What follows belongs to an exercise in optimizing a design on an open flow for small area, a short achievable clock period and few clock cycles per item; a production flow would make more cautious choices. Function was not checked in any run shown here: the RTL went through the layout flow alone.

==> flow/design.v, too long to show whole: its modules and the start of the top module <==
// module pe_requant: 1199 lines
// module pe_requant_fa: 10 lines
// module pe_requant_ha: 9 lines
module pe_requant #(
    parameter int ACC_W  = 32,
    parameter int MULT_W = 16,
    parameter int CNT_W  = 16
) (
    input  logic              clk,
    input  logic              rst_n,
    input  logic              in_valid,
    output logic              in_ready,
    input  logic [ACC_W-1:0]  in_acc,
    input  logic [ACC_W-1:0]  in_bias,
    input  logic              in_last,
    output logic              out_valid,
    input  logic              out_ready,
    output logic [7:0]        out_data,
    output logic              out_last,
    input  logic              cfg_we,
    input  logic [MULT_W-1:0] cfg_mult,
    input  logic [4:0]        cfg_shift,
    input  logic [7:0]        cfg_zp,
    output logic              busy,
    output logic [CNT_W-1:0]  out_count
);
  // ...
==> flow/flow/run.sh <==
#!/bin/bash
# Standard layout, with plain buffers (not delay buffers) on the ports and a
# clock tree without dummy loads.
export BUFFER_PORTS_ARGS="-buffer_cell sky130_fd_sc_hd__buf_1"
export CTS_ARGS="-sink_clustering_enable -repair_clock_nets -dont_use_dummy_load -sink_clustering_size 16 -sink_clustering_max_diameter 70 -buf_list {sky130_fd_sc_hd__clkbuf_8}"
bash standard.sh > standard.log 2>&1
==> flow/standard.sh <==
#!/bin/bash
# synth_recipe.tcl (not shown) runs the flow's synth.tcl, then flattens the netlist and writes it again
# the make line also repeats each setting of config.mk as NAME=value (left out here)
make -C /OpenROAD-flow-scripts/flow DESIGN_CONFIG=/design/flow/config.mk WORK_HOME=/design/flow/orfs CLKGATE_MAP_FILE= SYNTH_SCRIPT=/design/flow/synth_recipe.tcl "${@:-finish}"
==> flow/config.mk <==
export PLATFORM = sky130hd
export DESIGN_NAME = pe_requant
export DESIGN_NICKNAME = pe_requant
export VERILOG_FILES = /design/flow/design.v
export SDC_FILE = /design/flow/constraint.sdc
export NUM_CORES = 4
export LEC_CHECK = 0
export ABC_CLOCK_PERIOD_IN_PS = 4400
export CAP_MARGIN = 20
export CORE_MARGIN = 2
export CORE_UTILIZATION = 55
export CTS_BUF_LIST = sky130_fd_sc_hd__clkbuf_4 sky130_fd_sc_hd__clkbuf_8
export CTS_CLUSTER_SIZE = 30
export SETUP_SLACK_MARGIN = 5.0
export SLEW_MARGIN = 20
export SYNTH_HIERARCHICAL = 1
export SYNTH_MINIMUM_KEEP_SIZE = 0
==> flow/constraint.sdc <==
create_clock -name core_clock -period 9.0 [get_ports {clk}]
set_input_delay 1.8000 -clock core_clock [delete_from_list [all_inputs] [get_ports {clk}]]
set_output_delay 1.8000 -clock core_clock [all_outputs]
set_load 0.01 [all_outputs]
==> metrics.md, run 1 <==
| Metric | Value |
|---|---|
| Status | `complete, no violations` |
| H-tree depth | `1` |
| Reg2Reg Setup Slack | `5060 ps` |
| Setup WS pre-CTS | `4060 ps` |
| Taps Inserted | `532` |
| DP Cell Count | `2,782` |
| Met3 Wirelength | `6220 um` |
| Commonest cells in the netlist | `xnor2_1, a22oi_1, fa_1, clkbuf_1, nand2_1` |
| Syn avg cell area | `9.88 um2` |
| Worst setup path end | `s1_sum[32]$_DFF_P_` |
| Reg clk slew, reported paths | `110 ps` |
| Most common cell in the netlist | `xnor2_1` |
| Num sequential | `254` |
| Vias/cell | `6.40` |
| # resized after CTS | `24` |
| Grt met1 use | `0.421` |
| Port Buffer Count | `126` |
| Final Instance Area | `24,100 um2` |
| Chip Height | `208 um` |
| Ys async rst share | `0.272` |
| Synth area leaders | `fa_1, dfxtp_1, xnor2_1` |
| Post-synth top area share | `0.199` |
| Commonest non-fill, non-tap cell in the layout | `xnor2_1` |
| Die Area | `43,200 um2` |
| Register Area | `5870 um2` |
| Largest cell class | `multi-input gates` |
| First-pass GRT wire length | `106,000 um` |
| Clock buffers | `23` |
| Most frequent cells in the layout | `xnor2_1, a22oi_1, fa_1` |
| Crit-path cells | `buf_1 -> ha_4 -> inv_2 -> fa_2 -> nor2b_1 -> o21a_1 -> o21ai_2 -> a32oi_2 -> a31o_2 -> nand4_1 -> buf_6 -> a21o_1 -> a211o_1 -> a31oi_4 -> nor3_1 -> mux2_2` |
==> inputs of run 2 (changes only) <==
--- a/flow/design.v
+++ b/flow/design.v
@@ -557,519 +557,210 @@
     pe_requant_fa u_t478 (.a(t388), .b(t305), .c(t387), .s(t478), .co(t479));
     pe_requant_fa u_t480 (.a(t390), .b(t307), .c(t389), .s(t480), .co(t481));
     pe_requant_fa u_t482 (.a(t392), .b(t309), .c(t391), .s(t482), .co(t483));
     assign t484 = ~(t394 ^ t393);
     assign t485 = t394 | t393;
     pe_requant_fa u_t486 (.a(~pp7[33]), .b(pp8[31]), .c(t395), .s(t486), .co(t487));
     assign t488 = ~pp8[32];
     assign t489 = pp8[32];
-    logic [W-1:0] a3_p0, a3_g0;
-    always_ff @(posedge clk) a3_p0[0] <= pp0[0] ^ bneg[0];
-    always_ff @(posedge clk) a3_g0[0] <= pp0[0] & bneg[0];
-    always_ff @(posedge clk) a3_p0[1] <= pp0[1];
-    assign a3_g0[1] = 1'b0;
-    always_ff @(posedge clk) a3_p0[2] <= t396 ^ bneg[1];
-    always_ff @(posedge clk) a3_g0[2] <= t396 & bneg[1];
-    always_ff @(posedge clk) a3_p0[3] <= t398 ^ t397;
-    always_ff @(posedge clk) a3_g0[3] <= t398 & t397;
-    always_ff @(posedge clk) a3_p0[4] <= t400 ^ t399;
-    always_ff @(posedge clk) a3_g0[4] <= t400 & t399;
-    always_ff @(posedge clk) a3_p0[5] <= t402 ^ t401;
-    always_ff @(posedge clk) a3_g0[5] <= t402 & t401;
-    always_ff @(posedge clk) a3_p0[6] <= t404 ^ t403;
-    always_ff @(posedge clk) a3_g0[6] <= t404 & t403;
-    always_ff @(posedge clk) a3_p0[7] <= t406 ^ t405;
-    always_ff @(posedge clk) a3_g0[7] <= t406 & t405;
-    always_ff @(posedge clk) a3_p0[8] <= t408 ^ t407;
-    always_ff @(posedge clk) a3_g0[8] <= t408 & t407;
-    always_ff @(posedge clk) a3_p0[9] <= t410 ^ t409;
-    always_ff @(posedge clk) a3_g0[9] <= t410 & t409;
-    always_ff @(posedge clk) a3_p0[10] <= t412 ^ t411;
-    always_ff @(posedge clk) a3_g0[10] <= t412 & t411;
-    always_ff @(posedge clk) a3_p0[11] <= t414 ^ t413;
-    always_ff @(posedge clk) a3_g0[11] <= t414 & t413;
-    always_ff @(posedge clk) a3_p0[12] <= t416 ^ t415;
-    always_ff @(posedge clk) a3_g0[12] <= t416 & t415;
-    always_ff @(posedge clk) a3_p0[13] <= t418 ^ t417;
-    always_ff @(posedge clk) a3_g0[13] <= t418 & t417;
-    always_ff @(posedge clk) a3_p0[14] <= t420 ^ t419;
-    always_ff @(posedge clk) a3_g0[14] <= t420 & t419;
-    always_ff @(posedge clk) a3_p0[15] <= t422 ^ t421;
-    always_ff @(posedge clk) a3_g0[15] <= t422 & t421;
-    always_ff @(posedge clk) a3_p0[16] <= t424 ^ t423;
-    always_ff @(posedge clk) a3_g0[16] <= t424 & t423;
-    always_ff @(posedge clk) a3_p0[17] <= t426 ^ t425;
-    always_ff @(posedge clk) a3_g0[17] <= t426 & t425;
-    always_ff @(posedge clk) a3_p0[18] <= t428 ^ t427;
-    always_ff @(posedge clk) a3_g0[18] <= t428 & t427;
-    always_ff @(posedge clk) a3_p0[19] <= t430 ^ t429;
-    always_ff @(posedge clk) a3_g0[19] <= t430 & t429;
-    always_ff @(posedge clk) a3_p0[20] <= t432 ^ t431;
-    always_ff @(posedge clk) a3_g0[20] <= t432 & t431;
-    always_ff @(posedge clk) a3_p0[21] <= t434 ^ t433;
-    always_ff @(posedge clk) a3_g0[21] <= t434 & t433;
-    always_ff @(posedge clk) a3_p0[22] <= t436 ^ t435;
-    always_ff @(posedge clk) a3_g0[22] <= t436 & t435;
-    always_ff @(posedge clk) a3_p0[23] <= t438 ^ t437;
-    always_ff @(posedge clk) a3_g0[23] <= t438 & t437;
-    always_ff @(posedge clk) a3_p0[24] <= t440 ^ t439;
-    always_ff @(posedge clk) a3_g0[24] <= t440 & t439;
-    always_ff @(posedge clk) a3_p0[25] <= t442 ^ t441;
-    always_ff @(posedge clk) a3_g0[25] <= t442 & t441;
-    always_ff @(posedge clk) a3_p0[26] <= t444 ^ t443;
-    always_ff @(posedge clk) a3_g0[26] <= t444 & t443;
-    always_ff @(posedge clk) a3_p0[27] <= t446 ^ t445;
-    always_ff @(posedge clk) a3_g0[27] <= t446 & t445;
-    always_ff @(posedge clk) a3_p0[28] <= t448 ^ t447;
-    always_ff @(posedge clk) a3_g0[28] <= t448 & t447;
-    always_ff @(posedge clk) a3_p0[29] <= t450 ^ t449;
-    always_ff @(posedge clk) a3_g0[29] <= t450 & t449;
-    always_ff @(posedge clk) a3_p0[30] <= t452 ^ t451;
-    always_ff @(posedge clk) a3_g0[30] <= t452 & t451;
-    always_ff @(posedge clk) a3_p0[31] <= t454 ^ t453;
-    always_ff @(posedge clk) a3_g0[31] <= t454 & t453;
-    always_ff @(posedge clk) a3_p0[32] <= t456 ^ t455;
-    always_ff @(posedge clk) a3_g0[32] <= t456 & t455;
-    always_ff @(posedge clk) a3_p0[33] <= t458 ^ t457;
-    always_ff @(posedge clk) a3_g0[33] <= t458 & t457;
-    always_ff @(posedge clk) a3_p0[34] <= t460 ^ t459;
-    always_ff @(posedge clk) a3_g0[34] <= t460 & t459;
-    always_ff @(posedge clk) a3_p0[35] <= t462 ^ t461;
-    always_ff @(posedge clk) a3_g0[35] <= t462 & t461;
-    always_ff @(posedge clk) a3_p0[36] <= t464 ^ t463;
-    always_ff @(posedge clk) a3_g0[36] <= t464 & t463;
-    always_ff @(posedge clk) a3_p0[37] <= t466 ^ t465;
-    always_ff @(posedge clk) a3_g0[37] <= t466 & t465;
-    always_ff @(posedge clk) a3_p0[38] <= t468 ^ t467;
-    always_ff @(posedge clk) a3_g0[38] <= t468 & t467;
-    always_ff @(posedge clk) a3_p0[39] <= t470 ^ t469;
-    always_ff @(posedge clk) a3_g0[39] <= t470 & t469;
-    always_ff @(posedge clk) a3_p0[40] <= t472 ^ t471;
-    always_ff @(posedge clk) a3_g0[40] <= t472 & t471;
-    always_ff @(posedge clk) a3_p0[41] <= t474 ^ t473;
-    always_ff @(posedge clk) a3_g0[41] <= t474 & t473;
-    always_ff @(posedge clk) a3_p0[42] <= t476 ^ t475;
-    always_ff @(posedge clk) a3_g0[42] <= t476 & t475;
-    always_ff @(posedge clk) a3_p0[43] <= t478 ^ t477;
-    always_ff @(posedge clk) a3_g0[43] <= t478 & t477;
-    always_ff @(posedge clk) a3_p0[44] <= t480 ^ t479;
-    always_ff @(posedge clk) a3_g0[44] <= t480 & t479;
-    always_ff @(posedge clk) a3_p0[45] <= t482 ^ t481;
-    always_ff @(posedge clk) a3_g0[45] <= t482 & t481;
-    always_ff @(posedge clk) a3_p0[46] <= t484 ^ t483;
-    always_ff @(posedge clk) a3_g0[46] <= t484 & t483;
-    always_ff @(posedge clk) a3_p0[47] <= t486 ^ t485;
-    always_ff @(posedge clk) a3_g0[47] <= t486 & t485;
-    always_ff @(posedge clk) a3_p0[48] <= t488 ^ t487;
-    always_ff @(posedge clk) a3_g0[48] <= t488 & t487;
+    logic [W-1:0]     s2_bs;              
+    logic [12-1:0] s2_co;              
+    logic [W-1:0] cs_x, cs_y, bs_d;
+    logic [11:0] co_d;
+    assign cs_x = {t488, t486, t484, t482, t480, t478, t476, t474, t472, t470, t468, t466, t464, t462, t460, t458, t456, t454, t452, t450, t448, t446, t444, t442, t440, t438, t436, t434, t432, t430, t428, t426, t424, t422, t420, t418, t416, t414, t412, t410, t408, t406, t404, t402, t400, t398, t396, pp0[1], pp0[0]};
+    assign cs_y = {t487, t485, t483, t481, t479, t477, t475, t473, t471, t469, t467, t465, t463, t461, t459, t457, t455, t453, t451, t449, t447, t445, t443, t441, t439, t437, t435, t433, t431, t429, t427, t425, t423, t421, t419, t417, t415, t413, t411, t409, t407, t405, t403, t401, t399, t397, bneg[1], 1'b0, bneg[0]};
+    logic [4:0] blk0;
+    assign blk0 = {1'b0, cs_x[3:0]} + {1'b0, cs_y[3:0]};
+    assign bs_d[3:0] = blk0[3:0];
+    assign co_d[0] = blk0[4];
+    logic [4:0] blk1;
+    assign blk1 = {1'b0, cs_x[7:4]} + {1'b0, cs_y[7:4]};
+    assign bs_d[7:4] = blk1[3:0];
+    assign co_d[1] = blk1[4];
+    logic [4:0] blk2;
+    assign blk2 = {1'b0, cs_x[11:8]} + {1'b0, cs_y[11:8]};
+    assign bs_d[11:8] = blk2[3:0];
+    assign co_d[2] = blk2[4];
+    logic [4:0] blk3;
+    assign blk3 = {1'b0, cs_x[15:12]} + {1'b0, cs_y[15:12]};
+    assign bs_d[15:12] = blk3[3:0];
+    assign co_d[3] = blk3[4];
+    logic [4:0] blk4;
+    assign blk4 = {1'b0, cs_x[19:16]} + {1'b0, cs_y[19:16]};
+    assign bs_d[19:16] = blk4[3:0];
+    assign co_d[4] = blk4[4];
+    logic [4:0] blk5;
+    assign blk5 = {1'b0, cs_x[23:20]} + {1'b0, cs_y[23:20]};
+    assign bs_d[23:20] = blk5[3:0];
+    assign co_d[5] = blk5[4];
+    logic [4:0] blk6;
+    assign blk6 = {1'b0, cs_x[27:24]} + {1'b0, cs_y[27:24]};
+    assign bs_d[27:24] = blk6[3:0];
+    assign co_d[6] = blk6[4];
+    logic [4:0] blk7;
+    assign blk7 = {1'b0, cs_x[31:28]} + {1'b0, cs_y[31:28]};
+    assign bs_d[31:28] = blk7[3:0];
+    assign co_d[7] = blk7[4];
+    logic [4:0] blk8;
+    assign blk8 = {1'b0, cs_x[35:32]} + {1'b0, cs_y[35:32]};
+    assign bs_d[35:32] = blk8[3:0];
+    assign co_d[8] = blk8[4];
+    logic [4:0] blk9;
+    assign blk9 = {1'b0, cs_x[39:36]} + {1'b0, cs_y[39:36]};
+    assign bs_d[39:36] = blk9[3:0];
+    assign co_d[9] = blk9[4];
+    logic [4:0] blk10;
+    assign blk10 = {1'b0, cs_x[43:40]} + {1'b0, cs_y[43:40]};
+    assign bs_d[43:40] = blk10[3:0];
+    assign co_d[10] = blk10[4];
+    logic [4:0] blk11;
+    assign blk11 = {1'b0, cs_x[47:44]} + {1'b0, cs_y[47:44]};
+    assign bs_d[47:44] = blk11[3:0];
+    assign co_d[11] = blk11[4];
+    assign bs_d[48:48] = cs_x[48:48] + cs_y[48:48];
+    always_ff @(posedge clk) begin
+        s2_bs <= bs_d;
+        s2_co <= co_d;
+    end
     always_ff @(posedge clk) s2_last <= s1_last;
-    logic [W-1:0] p;
+    logic [W-1:0] p;                      
     logic [30:0]  hmask;
     logic [9:0]   win;                    
     logic [24:0]  w16;
     logic [16:0]  w8;
     logic [12:0]  w4;
     logic [10:0]  w2;
     logic [40:0]  q;
     logic         sgn, z_fix, o_fix, z_vlo, o_vlo, z_vhi, o_vhi;
-    logic [W-1:0] a3_s;
-    logic a3_G0, a3_P0;
-    assign a3_G0 = a3_g0[1] | (a3_p0[1] & a3_g0[0]);
-    assign a3_P0 = a3_p0[1] & a3_p0[0];
-    logic a3_G1, a3_P1;
-    assign a3_G1 = a3_g0[3] | (a3_p0[3] & a3_g0[2]);
-    assign a3_P1 = a3_p0[3] & a3_p0[2];
-    logic a3_G2, a3_P2;
-    assign a3_G2 = a3_g0[5] | (a3_p0[5] & a3_g0[4]);
-    assign a3_P2 = a3_p0[5] & a3_p0[4];
-    logic a3_G3, a3_P3;
-    assign a3_G3 = a3_g0[7] | (a3_p0[7] & a3_g0[6]);
-    assign a3_P3 = a3_p0[7] & a3_p0[6];
-    logic a3_G4, a3_P4;
-    assign a3_G4 = a3_g0[9] | (a3_p0[9] & a3_g0[8]);
-    assign a3_P4 = a3_p0[9] & a3_p0[8];
-    logic a3_G5, a3_P5;
-    assign a3_G5 = a3_g0[11] | (a3_p0[11] & a3_g0[10]);
-    assign a3_P5 = a3_p0[11] & a3_p0[10];
-    logic a3_G6, a3_P6;
-    assign a3_G6 = a3_g0[13] | (a3_p0[13] & a3_g0[12]);
-    assign a3_P6 = a3_p0[13] & a3_p0[12];
-    logic a3_G7, a3_P7;
-    assign a3_G7 = a3_g0[15] | (a3_p0[15] & a3_g0[14]);
-    assign a3_P7 = a3_p0[15] & a3_p0[14];
-    logic a3_G8, a3_P8;
-    assign a3_G8 = a3_g0[17] | (a3_p0[17] & a3_g0[16]);
-    assign a3_P8 = a3_p0[17] & a3_p0[16];
-    logic a3_G9, a3_P9;
-    assign a3_G9 = a3_g0[19] | (a3_p0[19] & a3_g0[18]);
-    assign a3_P9 = a3_p0[19] & a3_p0[18];
-    logic a3_G10, a3_P10;
-    assign a3_G10 = a3_g0[21] | (a3_p0[21] & a3_g0[20]);
-    assign a3_P10 = a3_p0[21] & a3_p0[20];
-    logic a3_G11, a3_P11;
-    assign a3_G11 = a3_g0[23] | (a3_p0[23] & a3_g0[22]);
-    assign a3_P11 = a3_p0[23] & a3_p0[22];
-    logic a3_G12, a3_P12;
-    assign a3_G12 = a3_g0[25] | (a3_p0[25] & a3_g0[24]);
-    assign a3_P12 = a3_p0[25] & a3_p0[24];
-    logic a3_G13, a3_P13;
-    assign a3_G13 = a3_g0[27] | (a3_p0[27] & a3_g0[26]);
-    assign a3_P13 = a3_p0[27] & a3_p0[26];
-    logic a3_G14, a3_P14;
-    assign a3_G14 = a3_g0[29] | (a3_p0[29] & a3_g0[28]);
-    assign a3_P14 = a3_p0[29] & a3_p0[28];
-    logic a3_G15, a3_P15;
-    assign a3_G15 = a3_g0[31] | (a3_p0[31] & a3_g0[30]);
-    assign a3_P15 = a3_p0[31] & a3_p0[30];
-    logic a3_G16, a3_P16;
-    assign a3_G16 = a3_g0[33] | (a3_p0[33] & a3_g0[32]);
-    assign a3_P16 = a3_p0[33] & a3_p0[32];
-    logic a3_G17, a3_P17;
-    assign a3_G17 = a3_g0[35] | (a3_p0[35] & a3_g0[34]);
-    assign a3_P17 = a3_p0[35] & a3_p0[34];
-    logic a3_G18, a3_P18;
-    assign a3_G18 = a3_g0[37] | (a3_p0[37] & a3_g0[36]);
-    assign a3_P18 = a3_p0[37] & a3_p0[36];
-    logic a3_G19, a3_P19;
-    assign a3_G19 = a3_g0[39] | (a3_p0[39] & a3_g0[38]);
-    assign a3_P19 = a3_p0[39] & a3_p0[38];
-    logic a3_G20, a3_P20;
-    assign a3_G20 = a3_g0[41] | (a3_p0[41] & a3_g0[40]);
-    assign a3_P20 = a3_p0[41] & a3_p0[40];
-    logic a3_G21, a3_P21;
-    assign a3_G21 = a3_g0[43] | (a3_p0[43] & a3_g0[42]);
-    assign a3_P21 = a3_p0[43] & a3_p0[42];
-    logic a3_G22, a3_P22;
-    assign a3_G22 = a3_g0[45] | (a3_p0[45] & a3_g0[44]);
-    assign a3_P22 = a3_p0[45] & a3_p0[44];
-    logic a3_G23, a3_P23;
-    assign a3_G23 = a3_g0[47] | (a3_p0[47] & a3_g0[46]);
-    assign a3_P23 = a3_p0[47] & a3_p0[46];
-    logic a3_G24, a3_P24;
-    assign a3_G24 = a3_g0[2] | (a3_p0[2] & a3_G0);
-    assign a3_P24 = a3_p0[2] & a3_P0;
-    logic a3_G25, a3_P25;
-    assign a3_G25 = a3_G1 | (a3_P1 & a3_G0);
-    assign a3_P25 = a3_P1 & a3_P0;
-    logic a3_G26, a3_P26;
-    assign a3_G26 = a3_g0[6] | (a3_p0[6] & a3_G2);
-    assign a3_P26 = a3_p0[6] & a3_P2;
-    logic a3_G27, a3_P27;
-    assign a3_G27 = a3_G3 | (a3_P3 & a3_G2);
-    assign a3_P27 = a3_P3 & a3_P2;
-    logic a3_G28, a3_P28;
-    assign a3_G28 = a3_g0[10] | (a3_p0[10] & a3_G4);
-    assign a3_P28 = a3_p0[10] & a3_P4;
-    logic a3_G29, a3_P29;
-    assign a3_G29 = a3_G5 | (a3_P5 & a3_G4);
-    assign a3_P29 = a3_P5 & a3_P4;
-    logic a3_G30, a3_P30;
-    assign a3_G30 = a3_g0[14] | (a3_p0[14] & a3_G6);
-    assign a3_P30 = a3_p0[14] & a3_P6;
-    logic a3_G31, a3_P31;
-    assign a3_G31 = a3_G7 | (a3_P7 & a3_G6);
-    assign a3_P31 = a3_P7 & a3_P6;
-    logic a3_G32, a3_P32;
-    assign a3_G32 = a3_g0[18] | (a3_p0[18] & a3_G8);
-    assign a3_P32 = a3_p0[18] & a3_P8;
-    logic a3_G33, a3_P33;
-    assign a3_G33 = a3_G9 | (a3_P9 & a3_G8);
-    assign a3_P33 = a3_P9 & a3_P8;
-    logic a3_G34, a3_P34;
-    assign a3_G34 = a3_g0[22] | (a3_p0[22] & a3_G10);
-    assign a3_P34 = a3_p0[22] & a3_P10;
-    logic a3_G35, a3_P35;
-    assign a3_G35 = a3_G11 | (a3_P11 & a3_G10);
-    assign a3_P35 = a3_P11 & a3_P10;
-    logic a3_G36, a3_P36;
-    assign a3_G36 = a3_g0[26] | (a3_p0[26] & a3_G12);
-    assign a3_P36 = a3_p0[26] & a3_P12;
-    logic a3_G37, a3_P37;
-    assign a3_G37 = a3_G13 | (a3_P13 & a3_G12);
-    assign a3_P37 = a3_P13 & a3_P12;
-    logic a3_G38, a3_P38;
-    assign a3_G38 = a3_g0[30] | (a3_p0[30] & a3_G14);
-    assign a3_P38 = a3_p0[30] & a3_P14;
-    logic a3_G39, a3_P39;
-    assign a3_G39 = a3_G15 | (a3_P15 & a3_G14);
-    assign a3_P39 = a3_P15 & a3_P14;
-    logic a3_G40, a3_P40;
-    assign a3_G40 = a3_g0[34] | (a3_p0[34] & a3_G16);
-    assign a3_P40 = a3_p0[34] & a3_P16;
-    logic a3_G41, a3_P41;
-    assign a3_G41 = a3_G17 | (a3_P17 & a3_G16);
-    assign a3_P41 = a3_P17 & a3_P16;
-    logic a3_G42, a3_P42;
-    assign a3_G42 = a3_g0[38] | (a3_p0[38] & a3_G18);
-    assign a3_P42 = a3_p0[38] & a3_P18;
-    logic a3_G43, a3_P43;
-    assign a3_G43 = a3_G19 | (a3_P19 & a3_G18);
-    assign a3_P43 = a3_P19 & a3_P18;
-    logic a3_G44, a3_P44;
-    assign a3_G44 = a3_g0[42] | (a3_p0[42] & a3_G20);
-    assign a3_P44 = a3_p0[42] & a3_P20;
-    logic a3_G45, a3_P45;
-    assign a3_G45 = a3_G21 | (a3_P21 & a3_G20);
-    assign a3_P45 = a3_P21 & a3_P20;
-    logic a3_G46, a3_P46;
-    assign a3_G46 = a3_g0[46] | (a3_p0[46] & a3_G22);
-    assign a3_P46 = a3_p0[46] & a3_P22;
-    logic a3_G47, a3_P47;
-    assign a3_G47 = a3_G23 | (a3_P23 & a3_G22);
-    assign a3_P47 = a3_P23 & a3_P22;
-    logic a3_G48, a3_P48;
-    assign a3_G48 = a3_g0[4] | (a3_p0[4] & a3_G25);
-    assign a3_P48 = a3_p0[4] & a3_P25;
-    logic a3_G49, a3_P49;
-    assign a3_G49 = a3_G2 | (a3_P2 & a3_G25);
-    assign a3_P49 = a3_P2 & a3_P25;
-    logic a3_G50, a3_P50;
-    assign a3_G50 = a3_G26 | (a3_P26 & a3_G25);
-    assign a3_P50 = a3_P26 & a3_P25;
-    logic a3_G51, a3_P51;
-    assign a3_G51 = a3_G27 | (a3_P27 & a3_G25);
-    assign a3_P51 = a3_P27 & a3_P25;
-    logic a3_G52, a3_P52;
-    assign a3_G52 = a3_g0[12] | (a3_p0[12] & a3_G29);
-    assign a3_P52 = a3_p0[12] & a3_P29;
-    logic a3_G53, a3_P53;
-    assign a3_G53 = a3_G6 | (a3_P6 & a3_G29);
-    assign a3_P53 = a3_P6 & a3_P29;
-    logic a3_G54, a3_P54;
-    assign a3_G54 = a3_G30 | (a3_P30 & a3_G29);
-    assign a3_P54 = a3_P30 & a3_P29;
-    logic a3_G55, a3_P55;
-    assign a3_G55 = a3_G31 | (a3_P31 & a3_G29);
-    assign a3_P55 = a3_P31 & a3_P29;
-    logic a3_G56, a3_P56;
-    assign a3_G56 = a3_g0[20] | (a3_p0[20] & a3_G33);
-    assign a3_P56 = a3_p0[20] & a3_P33;
-    logic a3_G57, a3_P57;
-    assign a3_G57 = a3_G10 | (a3_P10 & a3_G33);
-    assign a3_P57 = a3_P10 & a3_P33;
-    logic a3_G58, a3_P58;
-    assign a3_G58 = a3_G34 | (a3_P34 & a3_G33);
-    assign a3_P58 = a3_P34 & a3_P33;
-    logic a3_G59, a3_P59;
-    assign a3_G59 = a3_G35 | (a3_P35 & a3_G33);
-    assign a3_P59 = a3_P35 & a3_P33;
-    logic a3_G60, a3_P60;
-    assign a3_G60 = a3_g0[28] | (a3_p0[28] & a3_G37);
-    assign a3_P60 = a3_p0[28] & a3_P37;
-    logic a3_G61, a3_P61;
-    assign a3_G61 = a3_G14 | (a3_P14 & a3_G37);
-    assign a3_P61 = a3_P14 & a3_P37;
-    logic a3_G62, a3_P62;
-    assign a3_G62 = a3_G38 | (a3_P38 & a3_G37);
-    assign a3_P62 = a3_P38 & a3_P37;
-    logic a3_G63, a3_P63;
-    assign a3_G63 = a3_G39 | (a3_P39 & a3_G37);
-    assign a3_P63 = a3_P39 & a3_P37;
-    logic a3_G64, a3_P64;
-    assign a3_G64 = a3_g0[36] | (a3_p0[36] & a3_G41);
-    assign a3_P64 = a3_p0[36] & a3_P41;
-    logic a3_G65, a3_P65;
-    assign a3_G65 = a3_G18 | (a3_P18 & a3_G41);
-    assign a3_P65 = a3_P18 & a3_P41;
-    logic a3_G66, a3_P66;
-    assign a3_G66 = a3_G42 | (a3_P42 & a3_G41);
-    assign a3_P66 = a3_P42 & a3_P41;
-    logic a3_G67, a3_P67;
-    assign a3_G67 = a3_G43 | (a3_P43 & a3_G41);
-    assign a3_P67 = a3_P43 & a3_P41;
-    logic a3_G68, a3_P68;
-    assign a3_G68 = a3_g0[44] | (a3_p0[44] & a3_G45);
-    assign a3_P68 = a3_p0[44] & a3_P45;
-    logic a3_G69, a3_P69;
-    assign a3_G69 = a3_G22 | (a3_P22 & a3_G45);
-    assign a3_P69 = a3_P22 & a3_P45;
-    logic a3_G70, a3_P70;
-    assign a3_G70 = a3_G46 | (a3_P46 & a3_G45);
-    assign a3_P70 = a3_P46 & a3_P45;
-    logic a3_G71, a3_P71;
-    assign a3_G71 = a3_G47 | (a3_P47 & a3_G45);
-    assign a3_P71 = a3_P47 & a3_P45;
-    logic a3_G72, a3_P72;
-    assign a3_G72 = a3_g0[8] | (a3_p0[8] & a3_G51);
-    assign a3_P72 = a3_p0[8] & a3_P51;
-    logic a3_G73, a3_P73;
-    assign a3_G73 = a3_G4 | (a3_P4 & a3_G51);
-    assign a3_P73 = a3_P4 & a3_P51;
-    logic a3_G74, a3_P74;
-    assign a3_G74 = a3_G28 | (a3_P28 & a3_G51);
-    assign a3_P74 = a3_P28 & a3_P51;
-    logic a3_G75, a3_P75;
-    assign a3_G75 = a3_G29 | (a3_P29 & a3_G51);
-    assign a3_P75 = a3_P29 & a3_P51;
-    logic a3_G76, a3_P76;
-    assign a3_G76 = a3_G52 | (a3_P52 & a3_G51);
-    assign a3_P76 = a3_P52 & a3_P51;
-    logic a3_G77, a3_P77;
-    assign a3_G77 = a3_G53 | (a3_P53 & a3_G51);
-    assign a3_P77 = a3_P53 & a3_P51;
-    logic a3_G78, a3_P78;
-    assign a3_G78 = a3_G54 | (a3_P54 & a3_G51);
-    assign a3_P78 = a3_P54 & a3_P51;
-    logic a3_G79, a3_P79;
-    assign a3_G79 = a3_G55 | (a3_P55 & a3_G51);
-    assign a3_P79 = a3_P55 & a3_P51;
-    logic a3_G80, a3_P80;
-    assign a3_G80 = a3_g0[24] | (a3_p0[24] & a3_G59);
-    assign a3_P80 = a3_p0[24] & a3_P59;
-    logic a3_G81, a3_P81;
-    assign a3_G81 = a3_G12 | (a3_P12 & a3_G59);
-    assign a3_P81 = a3_P12 & a3_P59;
-    logic a3_G82, a3_P82;
-    assign a3_G82 = a3_G36 | (a3_P36 & a3_G59);
-    assign a3_P82 = a3_P36 & a3_P59;
-    logic a3_G83, a3_P83;
-    assign a3_G83 = a3_G37 | (a3_P37 & a3_G59);
-    assign a3_P83 = a3_P37 & a3_P59;
-    logic a3_G84, a3_P84;
-    assign a3_G84 = a3_G60 | (a3_P60 & a3_G59);
-    assign a3_P84 = a3_P60 & a3_P59;
-    logic a3_G85, a3_P85;
-    assign a3_G85 = a3_G61 | (a3_P61 & a3_G59);
-    assign a3_P85 = a3_P61 & a3_P59;
-    logic a3_G86, a3_P86;
-    assign a3_G86 = a3_G62 | (a3_P62 & a3_G59);
-    assign a3_P86 = a3_P62 & a3_P59;
-    logic a3_G87, a3_P87;
-    assign a3_G87 = a3_G63 | (a3_P63 & a3_G59);
-    assign a3_P87 = a3_P63 & a3_P59;
-    logic a3_G88, a3_P88;
-    assign a3_G88 = a3_g0[40] | (a3_p0[40] & a3_G67);
-    assign a3_P88 = a3_p0[40] & a3_P67;
-    logic a3_G89, a3_P89;
-    assign a3_G89 = a3_G20 | (a3_P20 & a3_G67);
-    assign a3_P89 = a3_P20 & a3_P67;
-    logic a3_G90, a3_P90;
-    assign a3_G90 = a3_G44 | (a3_P44 & a3_G67);
-    assign a3_P90 = a3_P44 & a3_P67;
-    logic a3_G91, a3_P91;
-    assign a3_G91 = a3_G45 | (a3_P45 & a3_G67);
-    assign a3_P91 = a3_P45 & a3_P67;
-    logic a3_G92, a3_P92;
-    assign a3_G92 = a3_G68 | (a3_P68 & a3_G67);
-    assign a3_P92 = a3_P68 & a3_P67;
-    logic a3_G93, a3_P93;
-    assign a3_G93 = a3_G69 | (a3_P69 & a3_G67);
-    assign a3_P93 = a3_P69 & a3_P67;
-    logic a3_G94, a3_P94;
-    assign a3_G94 = a3_G70 | (a3_P70 & a3_G67);
-    assign a3_P94 = a3_P70 & a3_P67;
-    logic a3_G95, a3_P95;
-    assign a3_G95 = a3_G71 | (a3_P71 & a3_G67);
-    assign a3_P95 = a3_P71 & a3_P67;
-    logic a3_G96, a3_P96;
-    assign a3_G96 = a3_g0[16] | (a3_p0[16] & a3_G79);
-    assign a3_P96 = a3_p0[16] & a3_P79;
-    logic a3_G97, a3_P97;
-    assign a3_G97 = a3_G8 | (a3_P8 & a3_G79);
-    assign a3_P97 = a3_P8 & a3_P79;
-    logic a3_G98, a3_P98;
-    assign a3_G98 = a3_G32 | (a3_P32 & a3_G79);
-    assign a3_P98 = a3_P32 & a3_P79;
-    logic a3_G99, a3_P99;
-    assign a3_G99 = a3_G33 | (a3_P33 & a3_G79);
-    assign a3_P99 = a3_P33 & a3_P79;
-    logic a3_G100, a3_P100;
-    assign a3_G100 = a3_G56 | (a3_P56 & a3_G79);
-    assign a3_P100 = a3_P56 & a3_P79;
-    logic a3_G101, a3_P101;
-    assign a3_G101 = a3_G57 | (a3_P57 & a3_G79);
-    assign a3_P101 = a3_P57 & a3_P79;
-    logic a3_G102, a3_P102;
-    assign a3_G102 = a3_G58 | (a3_P58 & a3_G79);
-    assign a3_P102 = a3_P58 & a3_P79;
-    logic a3_G103, a3_P103;
-    assign a3_G103 = a3_G59 | (a3_P59 & a3_G79);
-    assign a3_P103 = a3_P59 & a3_P79;
-    logic a3_G104, a3_P104;
-    assign a3_G104 = a3_G80 | (a3_P80 & a3_G79);
-    assign a3_P104 = a3_P80 & a3_P79;
-    logic a3_G105, a3_P105;
-    assign a3_G105 = a3_G81 | (a3_P81 & a3_G79);
-    assign a3_P105 = a3_P81 & a3_P79;
-    logic a3_G106, a3_P106;
-    assign a3_G106 = a3_G82 | (a3_P82 & a3_G79);
-    assign a3_P106 = a3_P82 & a3_P79;
-    logic a3_G107, a3_P107;
-    assign a3_G107 = a3_G83 | (a3_P83 & a3_G79);
-    assign a3_P107 = a3_P83 & a3_P79;
-    logic a3_G108, a3_P108;
-    assign a3_G108 = a3_G84 | (a3_P84 & a3_G79);
-    assign a3_P108 = a3_P84 & a3_P79;
-    logic a3_G109, a3_P109;
-    assign a3_G109 = a3_G85 | (a3_P85 & a3_G79);
-    assign a3_P109 = a3_P85 & a3_P79;
-    logic a3_G110, a3_P110;
-    assign a3_G110 = a3_G86 | (a3_P86 & a3_G79);
-    assign a3_P110 = a3_P86 & a3_P79;
-    logic a3_G111, a3_P111;
-    assign a3_G111 = a3_G87 | (a3_P87 & a3_G79);
-    assign a3_P111 = a3_P87 & a3_P79;
-    logic a3_G112, a3_P112;
-    assign a3_G112 = a3_g0[48] | (a3_p0[48] & a3_G95);
-    assign a3_P112 = a3_p0[48] & a3_P95;
-    logic a3_G113, a3_P113;
-    assign a3_G113 = a3_g0[32] | (a3_p0[32] & a3_G111);
-    assign a3_P113 = a3_p0[32] & a3_P111;
-    logic a3_G114, a3_P114;
-    assign a3_G114 = a3_G16 | (a3_P16 & a3_G111);
-    assign a3_P114 = a3_P16 & a3_P111;
-    logic a3_G115, a3_P115;
-    assign a3_G115 = a3_G40 | (a3_P40 & a3_G111);
-    assign a3_P115 = a3_P40 & a3_P111;
-    logic a3_G116, a3_P116;
-    assign a3_G116 = a3_G41 | (a3_P41 & a3_G111);
-    assign a3_P116 = a3_P41 & a3_P111;
-    logic a3_G117, a3_P117;
-    assign a3_G117 = a3_G64 | (a3_P64 & a3_G111);
-    assign a3_P117 = a3_P64 & a3_P111;
-    logic a3_G118, a3_P118;
-    assign a3_G118 = a3_G65 | (a3_P65 & a3_G111);
-    assign a3_P118 = a3_P65 & a3_P111;
-    logic a3_G119, a3_P119;
-    assign a3_G119 = a3_G66 | (a3_P66 & a3_G111);
-    assign a3_P119 = a3_P66 & a3_P111;
-    logic a3_G120, a3_P120;
-    assign a3_G120 = a3_G67 | (a3_P67 & a3_G111);
-    assign a3_P120 = a3_P67 & a3_P111;
-    logic a3_G121, a3_P121;
-    assign a3_G121 = a3_G88 | (a3_P88 & a3_G111);
-    assign a3_P121 = a3_P88 & a3_P111;
-    logic a3_G122, a3_P122;
-    assign a3_G122 = a3_G89 | (a3_P89 & a3_G111);
-    assign a3_P122 = a3_P89 & a3_P111;
-    logic a3_G123, a3_P123;
-    assign a3_G123 = a3_G90 | (a3_P90 & a3_G111);
-    assign a3_P123 = a3_P90 & a3_P111;
-    logic a3_G124, a3_P124;
-    assign a3_G124 = a3_G91 | (a3_P91 & a3_G111);
-    assign a3_P124 = a3_P91 & a3_P111;
-    logic a3_G125, a3_P125;
-    assign a3_G125 = a3_G92 | (a3_P92 & a3_G111);
-    assign a3_P125 = a3_P92 & a3_P111;
-    logic a3_G126, a3_P126;
-    assign a3_G126 = a3_G93 | (a3_P93 & a3_G111);
-    assign a3_P126 = a3_P93 & a3_P111;
-    logic a3_G127, a3_P127;
-    assign a3_G127 = a3_G94 | (a3_P94 & a3_G111);
-    assign a3_P127 = a3_P94 & a3_P111;
-    logic a3_G128, a3_P128;
-    assign a3_G128 = a3_G95 | (a3_P95 & a3_G111);
-    assign a3_P128 = a3_P95 & a3_P111;
-    logic a3_G129, a3_P129;
-    assign a3_G129 = a3_G112 | (a3_P112 & a3_G111);
-    assign a3_P129 = a3_P112 & a3_P111;
-    assign a3_s = a3_p0 ^ {a3_G128, a3_G127, a3_G126, a3_G125, a3_G124, a3_G123, a3_G122, a3_G121, a3_G120, a3_G119, a3_G118, a3_G117, a3_G116, a3_G115, a3_G114, a3_G113, a3_G111, a3_G110, a3_G109, a3_G108, a3_G107, a3_G106, a3_G105, a3_G104, a3_G103, a3_G102, a3_G101, a3_G100, a3_G99, a3_G98, a3_G97, a3_G96, a3_G79, a3_G78, a3_G77, a3_G76, a3_G75, a3_G74, a3_G73, a3_G72, a3_G51, a3_G50, a3_G49, a3_G48, a3_G25, a3_G24, a3_G0, a3_g0[0], 1'b0};
+    logic [11:0] ao;              
+    assign ao[0] = &s2_bs[3:0];
+    assign ao[1] = &s2_bs[7:4];
+    assign ao[2] = &s2_bs[11:8];
+    assign ao[3] = &s2_bs[15:12];
+    assign ao[4] = &s2_bs[19:16];
+    assign ao[5] = &s2_bs[23:20];
+    assign ao[6] = &s2_bs[27:24];
+    assign ao[7] = &s2_bs[31:28];
+    assign ao[8] = &s2_bs[35:32];
+    assign ao[9] = &s2_bs[39:36];
+    assign ao[10] = &s2_bs[43:40];
+    assign ao[11] = &s2_bs[47:44];
+    logic bg0, bp0;
+    assign bg0 = s2_co[1] | (ao[1] & s2_co[0]);
+    assign bp0 = ao[1] & ao[0];
+    logic bg1, bp1;
+    assign bg1 = s2_co[3] | (ao[3] & s2_co[2]);
+    assign bp1 = ao[3] & ao[2];
+    logic bg2, bp2;
+    assign bg2 = s2_co[5] | (ao[5] & s2_co[4]);
+    assign bp2 = ao[5] & ao[4];
+    logic bg3, bp3;
+    assign bg3 = s2_co[7] | (ao[7] & s2_co[6]);
+    assign bp3 = ao[7] & ao[6];
+    logic bg4, bp4;
+    assign bg4 = s2_co[9] | (ao[9] & s2_co[8]);
+    assign bp4 = ao[9] & ao[8];
+    logic bg5, bp5;
+    assign bg5 = s2_co[11] | (ao[11] & s2_co[10]);
+    assign bp5 = ao[11] & ao[10];
+    logic bg6, bp6;
+    assign bg6 = s2_co[2] | (ao[2] & bg0);
+    assign bp6 = ao[2] & bp0;
+    logic bg7, bp7;
+    assign bg7 = bg1 | (bp1 & bg0);
+    assign bp7 = bp1 & bp0;
+    logic bg8, bp8;
+    assign bg8 = s2_co[6] | (ao[6] & bg2);
+    assign bp8 = ao[6] & bp2;
+    logic bg9, bp9;
+    assign bg9 = bg3 | (bp3 & bg2);
+    assign bp9 = bp3 & bp2;
+    logic bg10, bp10;
+    assign bg10 = s2_co[10] | (ao[10] & bg4);
+    assign bp10 = ao[10] & bp4;
+    logic bg11, bp11;
+    assign bg11 = bg5 | (bp5 & bg4);
+    assign bp11 = bp5 & bp4;
+    logic bg12, bp12;
+    assign bg12 = s2_co[4] | (ao[4] & bg7);
+    assign bp12 = ao[4] & bp7;
+    logic bg13, bp13;
+    assign bg13 = bg2 | (bp2 & bg7);
+    assign bp13 = bp2 & bp7;
+    logic bg14, bp14;
+    assign bg14 = bg8 | (bp8 & bg7);
+    assign bp14 = bp8 & bp7;
+    logic bg15, bp15;
+    assign bg15 = bg9 | (bp9 & bg7);
+    assign bp15 = bp9 & bp7;
+    logic bg16, bp16;
+    assign bg16 = s2_co[8] | (ao[8] & bg15);
+    assign bp16 = ao[8] & bp15;
+    logic bg17, bp17;
+    assign bg17 = bg4 | (bp4 & bg15);
+    assign bp17 = bp4 & bp15;
+    logic bg18, bp18;
+    assign bg18 = bg10 | (bp10 & bg15);
+    assign bp18 = bp10 & bp15;
+    logic bg19, bp19;
+    assign bg19 = bg11 | (bp11 & bg15);
+    assign bp19 = bp11 & bp15;
+    logic [12:0] bcin;             
+    assign bcin = {bg19, bg18, bg17, bg16, bg15, bg14, bg13, bg12, bg7, bg6, bg0, s2_co[0], 1'b0};
+    assign p[0] = s2_bs[0];
+    assign p[1] = s2_bs[1];
+    assign p[2] = s2_bs[2];
+    assign p[3] = s2_bs[3];
+    assign p[4] = s2_bs[4] ^ bcin[1];
+    assign p[5] = s2_bs[5] ^ (bcin[1] & (&s2_bs[4:4]));
+    assign p[6] = s2_bs[6] ^ (bcin[1] & (&s2_bs[5:4]));
+    assign p[7] = s2_bs[7] ^ (bcin[1] & (&s2_bs[6:4]));
+    assign p[8] = s2_bs[8] ^ bcin[2];
+    assign p[9] = s2_bs[9] ^ (bcin[2] & (&s2_bs[8:8]));
+    assign p[10] = s2_bs[10] ^ (bcin[2] & (&s2_bs[9:8]));
+    assign p[11] = s2_bs[11] ^ (bcin[2] & (&s2_bs[10:8]));
+    assign p[12] = s2_bs[12] ^ bcin[3];
+    assign p[13] = s2_bs[13] ^ (bcin[3] & (&s2_bs[12:12]));
+    assign p[14] = s2_bs[14] ^ (bcin[3] & (&s2_bs[13:12]));
+    assign p[15] = s2_bs[15] ^ (bcin[3] & (&s2_bs[14:12]));
+    assign p[16] = s2_bs[16] ^ bcin[4];
+    assign p[17] = s2_bs[17] ^ (bcin[4] & (&s2_bs[16:16]));
+    assign p[18] = s2_bs[18] ^ (bcin[4] & (&s2_bs[17:16]));
+    assign p[19] = s2_bs[19] ^ (bcin[4] & (&s2_bs[18:16]));
+    assign p[20] = s2_bs[20] ^ bcin[5];
+    assign p[21] = s2_bs[21] ^ (bcin[5] & (&s2_bs[20:20]));
+    assign p[22] = s2_bs[22] ^ (bcin[5] & (&s2_bs[21:20]));
+    assign p[23] = s2_bs[23] ^ (bcin[5] & (&s2_bs[22:20]));
+    assign p[24] = s2_bs[24] ^ bcin[6];
+    assign p[25] = s2_bs[25] ^ (bcin[6] & (&s2_bs[24:24]));
+    assign p[26] = s2_bs[26] ^ (bcin[6] & (&s2_bs[25:24]));
+    assign p[27] = s2_bs[27] ^ (bcin[6] & (&s2_bs[26:24]));
+    assign p[28] = s2_bs[28] ^ bcin[7];
+    assign p[29] = s2_bs[29] ^ (bcin[7] & (&s2_bs[28:28]));
+    assign p[30] = s2_bs[30] ^ (bcin[7] & (&s2_bs[29:28]));
+    assign p[31] = s2_bs[31] ^ (bcin[7] & (&s2_bs[30:28]));
+    assign p[32] = s2_bs[32] ^ bcin[8];
+    assign p[33] = s2_bs[33] ^ (bcin[8] & (&s2_bs[32:32]));
+    assign p[34] = s2_bs[34] ^ (bcin[8] & (&s2_bs[33:32]));
+    assign p[35] = s2_bs[35] ^ (bcin[8] & (&s2_bs[34:32]));
+    assign p[36] = s2_bs[36] ^ bcin[9];
+    assign p[37] = s2_bs[37] ^ (bcin[9] & (&s2_bs[36:36]));
+    assign p[38] = s2_bs[38] ^ (bcin[9] & (&s2_bs[37:36]));
+    assign p[39] = s2_bs[39] ^ (bcin[9] & (&s2_bs[38:36]));
+    assign p[40] = s2_bs[40] ^ bcin[10];
+    assign p[41] = s2_bs[41] ^ (bcin[10] & (&s2_bs[40:40]));
+    assign p[42] = s2_bs[42] ^ (bcin[10] & (&s2_bs[41:40]));
+    assign p[43] = s2_bs[43] ^ (bcin[10] & (&s2_bs[42:40]));
+    assign p[44] = s2_bs[44] ^ bcin[11];
+    assign p[45] = s2_bs[45] ^ (bcin[11] & (&s2_bs[44:44]));
+    assign p[46] = s2_bs[46] ^ (bcin[11] & (&s2_bs[45:44]));
+    assign p[47] = s2_bs[47] ^ (bcin[11] & (&s2_bs[46:44]));
+    assign p[48] = s2_bs[48] ^ bcin[12];
     always_comb begin
-        p      = a3_s;
         q      = {p[39:0], 1'b0};         
         w16    = cfg_shift_q[4] ? q[40:16]  : q[24:0];
         w8     = cfg_shift_q[3] ? w16[24:8] : w16[16:0];
         w4     = cfg_shift_q[2] ? w8[16:4]  : w8[12:0];
         w2     = cfg_shift_q[1] ? w4[12:2]  : w4[10:0];
         win    = cfg_shift_q[0] ? w2[10:1]  : w2[9:0];
         hmask  = {31{1'b1}} << cfg_shift_q;       
         sgn    = p[W-1];
@@ -1101,39 +792,36 @@
           + $signed({2'b00, cfg_zp_q});
         if (!((r3_zfix && r3_zvlo && r3_zvhi) || (r3_ofix && r3_ovlo && r3_ovhi)))
                                 res = r3_sgn ? 8'd0 : 8'd255;
         else if (v[9])          res = 8'd0;
         else if (v[8])          res = 8'd255;
         else                    res = v[7:0];
     end
     assign r3_dat = {r3_last, res};
-    logic [NH-1:0] h_vld;                 
+    logic [NH-1:0] h_vld, nh_vld;
     logic [8:0]    h_dat [NH];
-    logic [1:0]    h_wp, h_rp;
-    assign out_valid = h_vld[h_rp];
-    assign out_data  = h_dat[h_rp][7:0];
-    assign out_last  = h_dat[h_rp][8];
-    assign pop       = out_valid && out_ready;
-    always_ff @(posedge clk) begin
-        for (int k = 0; k < NH; k++)
-            if (r3_vld && h_wp == 2'(k)) h_dat[k] <= r3_dat;
+    assign out_valid = h_vld[0];
+    assign out_data  = h_dat[0][7:0];
+    assign out_last  = h_dat[0][8];
+    assign pop       = h_vld[0] && out_ready;
+    always_comb begin
+        if (r3_vld && !pop)      nh_vld = {h_vld[NH-2:0], 1'b1};
+        else if (!r3_vld && pop) nh_vld = {1'b0, h_vld[NH-1:1]};
+        else                     nh_vld = h_vld;
     end
-    always_ff @(posedge clk or negedge rst_n) begin
-        if (!rst_n) begin
-            h_vld <= '0;
-            h_wp  <= 2'd0;
-            h_rp  <= 2'd0;
-        end else begin
-            for (int k = 0; k < NH; k++) begin
-                if (r3_vld && h_wp == 2'(k))   h_vld[k] <= 1'b1;
-                else if (pop && h_rp == 2'(k)) h_vld[k] <= 1'b0;
+    always_ff @(posedge clk) begin
+        for (int k = 0; k < NH; k++) begin
+            if (pop) begin
+                if (k < NH - 1 && h_vld[k+1]) h_dat[k] <= h_dat[k+1];
+                else                          h_dat[k] <= r3_dat;
+            end else begin
+                if (h_vld[k])                 h_dat[k] <= h_dat[k];
+                else                          h_dat[k] <= r3_dat;
             end
-            if (r3_vld) h_wp <= h_wp + 2'd1;
-            if (pop)    h_rp <= h_rp + 2'd1;
         end
     end
     logic [NH-1:0] fl_q, fl_nxt;
     logic          fl_inc, fl_dec;
     assign fl_inc = in_fire && !pop;
     assign fl_dec = pop && !in_fire;
     always_comb begin
         if (fl_inc)      fl_nxt = {fl_q[NH-2:0], 1'b1};
@@ -1142,21 +830,23 @@
     end
     assign room_q = !fl_q[NH-1];
     assign any_q  = fl_q[0];
     always_ff @(posedge clk or negedge rst_n) begin
         if (!rst_n) begin
             s1_vld <= 1'b0;
             s2_vld <= 1'b0;
             r3_vld <= 1'b0;
+            h_vld  <= '0;
             fl_q   <= '0;
         end else begin
             s1_vld <= in_fire;
             s2_vld <= s1_vld;
             r3_vld <= s2_vld;
+            h_vld  <= nh_vld;
             fl_q   <= fl_nxt;
         end
     end
     logic [17:0] mx;
     logic [NDIG-1:0] bone_n;
     logic [NDIG-2:0] btwo_n, bneg_n;
     assign mx = {2'b00, cfg_mult};
     always_comb begin
==> flow/flow/run.sh (replaced) <==
#!/bin/bash
# Standard layout, with plain buffers (not delay buffers) on the ports and a
# clock tree without dummy loads.
export BUFFER_PORTS_ARGS="-buffer_cell sky130_fd_sc_hd__buf_1"
export CTS_ARGS="-sink_clustering_enable -repair_clock_nets -dont_use_dummy_load -sink_clustering_size 30 -buf_list {sky130_fd_sc_hd__clkbuf_4 sky130_fd_sc_hd__clkbuf_8}"
bash standard.sh > standard.log 2>&1
==> run 2 against run 1 <==
  * Cell count grew 6.5%
  * Via count grew 5.6%
  * Register-to-register slack got worse by 160 ps
  * Count of clock-buffer cells in the layout is 18 higher
  * Global-route usage increased by 1.2 points
  * Maximum frequency is 1.6% lower
  * Non-clock buffer count grew 34
  * Worst hold slack lost 5.4 ps
  * Worst setup slack got worse by 65 ps
  * Sequential cell count shrank 39
  * Die area grew 0.19%
==> metrics.md, run 2 <==
| Metric | Value |
|---|---|
| Chip width | `208 um (about the same)` |
| Worst Hold Slack | `331 ps (was 336 ps)` |
| Worst r2r path cells | `12 (was 7)` |
| Deepest clock path buffer count | `3 (unchanged)` |
| Ys Warns | `9 (unchanged)` |
| Status | `complete, no violations (unchanged)` |
| Row Count | `74 (unchanged)` |
| Slack of the critical path | `4900 ps (was 4970 ps)` |
| Grt ovf | `0 (unchanged)` |
| First-pass GRT wire length | `108,000 um (was 106,000 um)` |
| Hold Startpoint | `s1_last$_DFF_P_ (was s2_last$_DFF_P_)` |
| Top flop regs | `s2_bs (49), h_dat (36), s1_sum (33) (was a3_p0 (49), a3_g0 (47), h_dat (36))` |
| Core Region | `41,000 um2 (was 40,900 um2)` |
| RR Startpoint | `bone[0]$_DFFE_PN1P_ (was s1_sum[7]$_DFF_P_)` |
| Routed WL per cell | `23.5 um (was 23.6 um)` |
| Worst reg2reg endpoint | `s2_bs[23]$_DFF_P_ (was a3_p0[17]$_DFF_P_)` |
| Largest register FFs | `49 (unchanged)` |
| Fraction of layout cells with a size suffix above 1 | `0.118 (was 0.0725)` |
| Fill cells | `3,537 (was 3,590)` |
| Setup TNS Final | `0 ps (unchanged)` |
| Slew headroom | `0.415 (was 0.331)` |
| CP Data Arrival Time | `4620 ps (was 4520 ps)` |
| Max Slew Vio Count | `0 (unchanged)` |
| Synthesized Nets | `2,919 (was 2,771)` |
| Top_reg_cell synth | `dfxtp_1 (unchanged)` |
| Total GRT Usage | `0.319 (was 0.307)` |
| Seq/Total Area, Yosys | `0.206 (was 0.253)` |
| Vias in the first global route | `19,000 (was 18,900)` |
| Worst Path Max Fanout | `4 (was 3)` |
| Largest stage delay, worst path | `660 ps (was 330 ps)` |
| Clock Latency Late Sink | `610 ps (was 620 ps)` |
| Synthesized area | `22,900 um2 (about the same)` |
| Syn avg cell area | `9.34 um2 (was 9.88 um2)` |
| Synth area leaders | `fa_1, xnor2_1, dfxtp_1 (was fa_1, dfxtp_1, xnor2_1)` |
| Reg clk slew, reported paths | `60 ps (was 110 ps)` |
| RSZ-0062 raised after global routing | `true (unchanged)` |
| Die Area | `43,300 um2 (was 43,200 um2)` |
| DR iter-0 viols | `1,923 (was 1,601)` |
| Commonest cells in the netlist | `xnor2_1, a22oi_1, fa_1, clkbuf_1, nand2_1 (unchanged)` |
| Fin crit share | `0.456 (was 0.448)` |
| Commonest non-fill, non-tap cell in the layout | `xnor2_1 (unchanged)` |
| Largest net degree at the start of global routing | `49 (was 70)` |
| Ys async rst share | `0.302 (was 0.272)` |
| Drt pass-1 iters | `6 (unchanged)` |
| Cell mode on critical path | `fa_1` |
| Util after Layout | `0.613 (was 0.589)` |
| Reg2Reg Setup Slack | `4900 ps (was 5060 ps)` |
| CTS sink cnt | `215 (was 254)` |
| Final net count | `2,939 (was 2,748)` |
| Detailed Place HPWL | `46,600 um (was 44,500 um)` |
| Post-synth top area share | `0.208 (was 0.199)` |
| Max cap viols | `0 (unchanged)` |
| Hold path endpoint | `s2_last$_DFF_P_ (was r3_last$_DFF_P_)` |
| Final setup fails | `0 (unchanged)` |
| Biggest register | `s2_bs (was a3_p0)` |
| Fin crit period | `4100 ps (was 4030 ps)` |
| Min-delay worst type | `reg2reg (unchanged)` |
| CTS tree | `yes (unchanged)` |
| Residual DRC | `0 (unchanged)` |
| H-tree depth | `2 (was 1)` |
| WL final | `70,800 um (was 66,400 um)` |
| Post-DRT Antenna Nets | `0 (unchanged)` |
| Hold buffers post-CTS | `0 (unchanged)` |
| TritonCTS Buffers | `41 (was 23)` |
| Worst-margin pin slew | `878 ps (was 1000 ps)` |
| Post-synth cell types | `91 (was 87)` |
| Chip Height | `208 um (about the same)` |
| Synth Register Bits | `215 (was 254)` |
| Most frequent cells in the layout | `xnor2_1, a22oi_1, fa_1 (unchanged)` |
| Max Fclk | `244 MHz (was 248 MHz)` |
| Final Hold Fails | `0 (unchanged)` |
| Area Growth Syn to Fin | `9.80% (was 5.44%)` |
| Vias/cell | `6.35 (was 6.40)` |
| Initial Util | `0.559 (about the same)` |
| Skew final | `68.5 ps (was 97.5 ps)` |
| Crit end category | `flop (unchanged)` |
| Setup WS pre-CTS | `4340 ps (was 4060 ps)` |
| Placer Congestion | `0.936 (was 0.943)` |
| Num ports | `127 (unchanged)` |
| Synth area leader | `fa_1 (unchanged)` |
| Most common cell in the netlist | `xnor2_1 (unchanged)` |
| Root Driver | `clkbuf_8 (unchanged)` |
| Vias | `19,100 (was 18,100)` |
| Synth Instances | `2,453 (was 2,314)` |
| Crit-path slowest cell | `dfstp_4 (was fa_2)` |
| Post-synth EDFFs | `9 (was 36)` |
| Worst Hold Depth | `0 (unchanged)` |
| Crit-path cells | `buf_6 -> clkbuf_16 -> a22oi_1 -> xnor2_1 -> fa_1 -> fa_1 -> fa_1 -> fa_1 -> ha_1 -> a21o_1 -> a21oi_1 -> xnor2_1 (was buf_1 -> ha_4 -> inv_2 -> fa_2 -> nor2b_1 -> o21a_1 -> o21ai_2 -> a32oi_2 -> a31o_2 -> nand4_1 -> buf_6 -> a21o_1 -> a211o_1 -> a31oi_4 -> nor3_1 -> mux2_2)` |
| Port Buffer Count | `126 (unchanged)` |
| CP Class | `reg2reg (was in2reg)` |
| Initial antenna violation count | `3 (was 0)` |
| Worst endpoint required time | `9520 ps (was 9490 ps)` |
| Setup crit start kind | `flop (was input pin)` |
## run 2: cell types whose count changed after synthesis, moves of 14 or more
cell,delta
inv_1,+41
o21ai_0,+17
nand3_1,+14
nand2_1,+21
edfxtp_1,-27
nand2b_1,+24
o221ai_1,+17
xnor2_1,+21
## run 2: metrics by stage
| stage | cells | cell area (um2) |
|---|---|---|
| global route | 3004 | 25200 |
| floorplan | 2453 | 23100 |
| global placement | 2924 | 23500 |
| detailed placement | 2924 | 23500 |
| CTS | 2984 | 24600 |
| finish | 3005 | 25200 |
## run 2: Yosys stat by module (local to each module, per instance)
module         area [um2]  flops+latches  copies in the design
pe_requant          18300            215                     1
pe_requant_fa        20.0              0                   220
pe_requant_ha        12.5              0                    18
## run 2: logic make-up after synthesis
logic type / after synthesis / synth area share
buffers and inverters: 325 / 0.0541
muxes: 32 / 0.0167
and+or+nand+nor: 528 / 0.111
xor gates and xnor gates: 366 / 0.140
adders and majority gates: 371 / 0.280
DFF: 215 / 0.206
AOI/OAI and AO/OA: 616 / 0.192
## run 2: routing by layer
| layer | share of wire | GRT usage | vias to the layer above | wire length [um] |
|---|---|---|---|---|
| li1 | - | - | 8545 | - |
| met1 | 0.42 | 0.436 | 9338 | 29800 |
| met2 | 0.45 | 0.507 | 976 | 31800 |
| met3 | 0.091 | 0.0566 | 207 | 6430 |
| met4 | 0.038 | 0.122 | 2 | 2680 |
| met5 | 0.00018 | 0 | - | 13 |
## run 2: what timing repair did
item | 4_1_cts | 5_1_grt
gates resized for setup | 100 | 109
buffers inserted | 19 | 17
gates cloned | 0 | 2
endpoints found under the setup margin | 46 | 42
pin swaps | 57 | 94
## run 2: layout make-up
cell class,count,area (um2),area share
sequential,215,4820,0.192
antenna,2,5.00,0.000199
clock buffer,41,564,0.0224
multi-input combinational,1913,17400,0.691
timing repair buffer,195,1310,0.0520
inverter,107,402,0.0160
tap,532,666,0.0265
## run 2: how the worst max path moves through the flow
stage	from	end	slack, ps	cells past startpoint
2_1_floorplan	in_acc[0]	s1_sum[32]$_DFF_P_	4920	11
3_3_place_gp	in_acc[0]	s1_sum[32]$_DFF_P_	4380	12
3_5_place_dp	in_acc[0]	s1_sum[32]$_DFF_P_	4340	12
4_1_cts	bone[0]$_DFFE_PN1P_	s2_co[3]$_DFF_P_	4930	13
5_1_grt	bone[6]$_DFFE_PN0P_	s2_co[7]$_DFF_P_	4810	13
6_report	bone[0]$_DFFE_PN1P_	s2_bs[23]$_DFF_P_	4900	12
## run 2: critical path, delay by kind of cell, from the launching register on
family          cells  cell delay [ps]
compound gates      3              460
xor+xnor            2              360
fa+ha+maj           5             2270
buf+inv             2              270
flops               1              660

==> port drivers added, routing unchanged <==
The results above use ideal ports. As a check the final layouts listed here were re-extracted and re-timed, cells and wires unchanged. Step 1: set_driving_cell puts a clkbuf_16 on clk and a buf_2 on each other input, an assumption about the parent block. Step 2, shift: input delay + t, output delay - t, t = (earliest + latest rising clock arrival at the registers) / 2. This alone moves slack from input paths to output paths. a / b / c = ideal ports / drivers / drivers and shift; a / b = the first two.
| run | t (ns) | setup slack, ns | hold slack, ns | worst setup path at the end |
|---|---|---|---|---|
| run 1 | 0.624 | 4.965 / 4.996 / 4.372 | 0.336 / 0.336 / 0.336 | input to register |
| run 2 | 0.629 | 4.900 / 4.900 / 4.451 | 0.331 / 0.331 / 0.331 | input to register |
After both steps setup and hold are still met in every run listed. The setup slack of run 1, which loses most, moves by +0.031 ns with the drivers and by -0.593 ns with both steps.
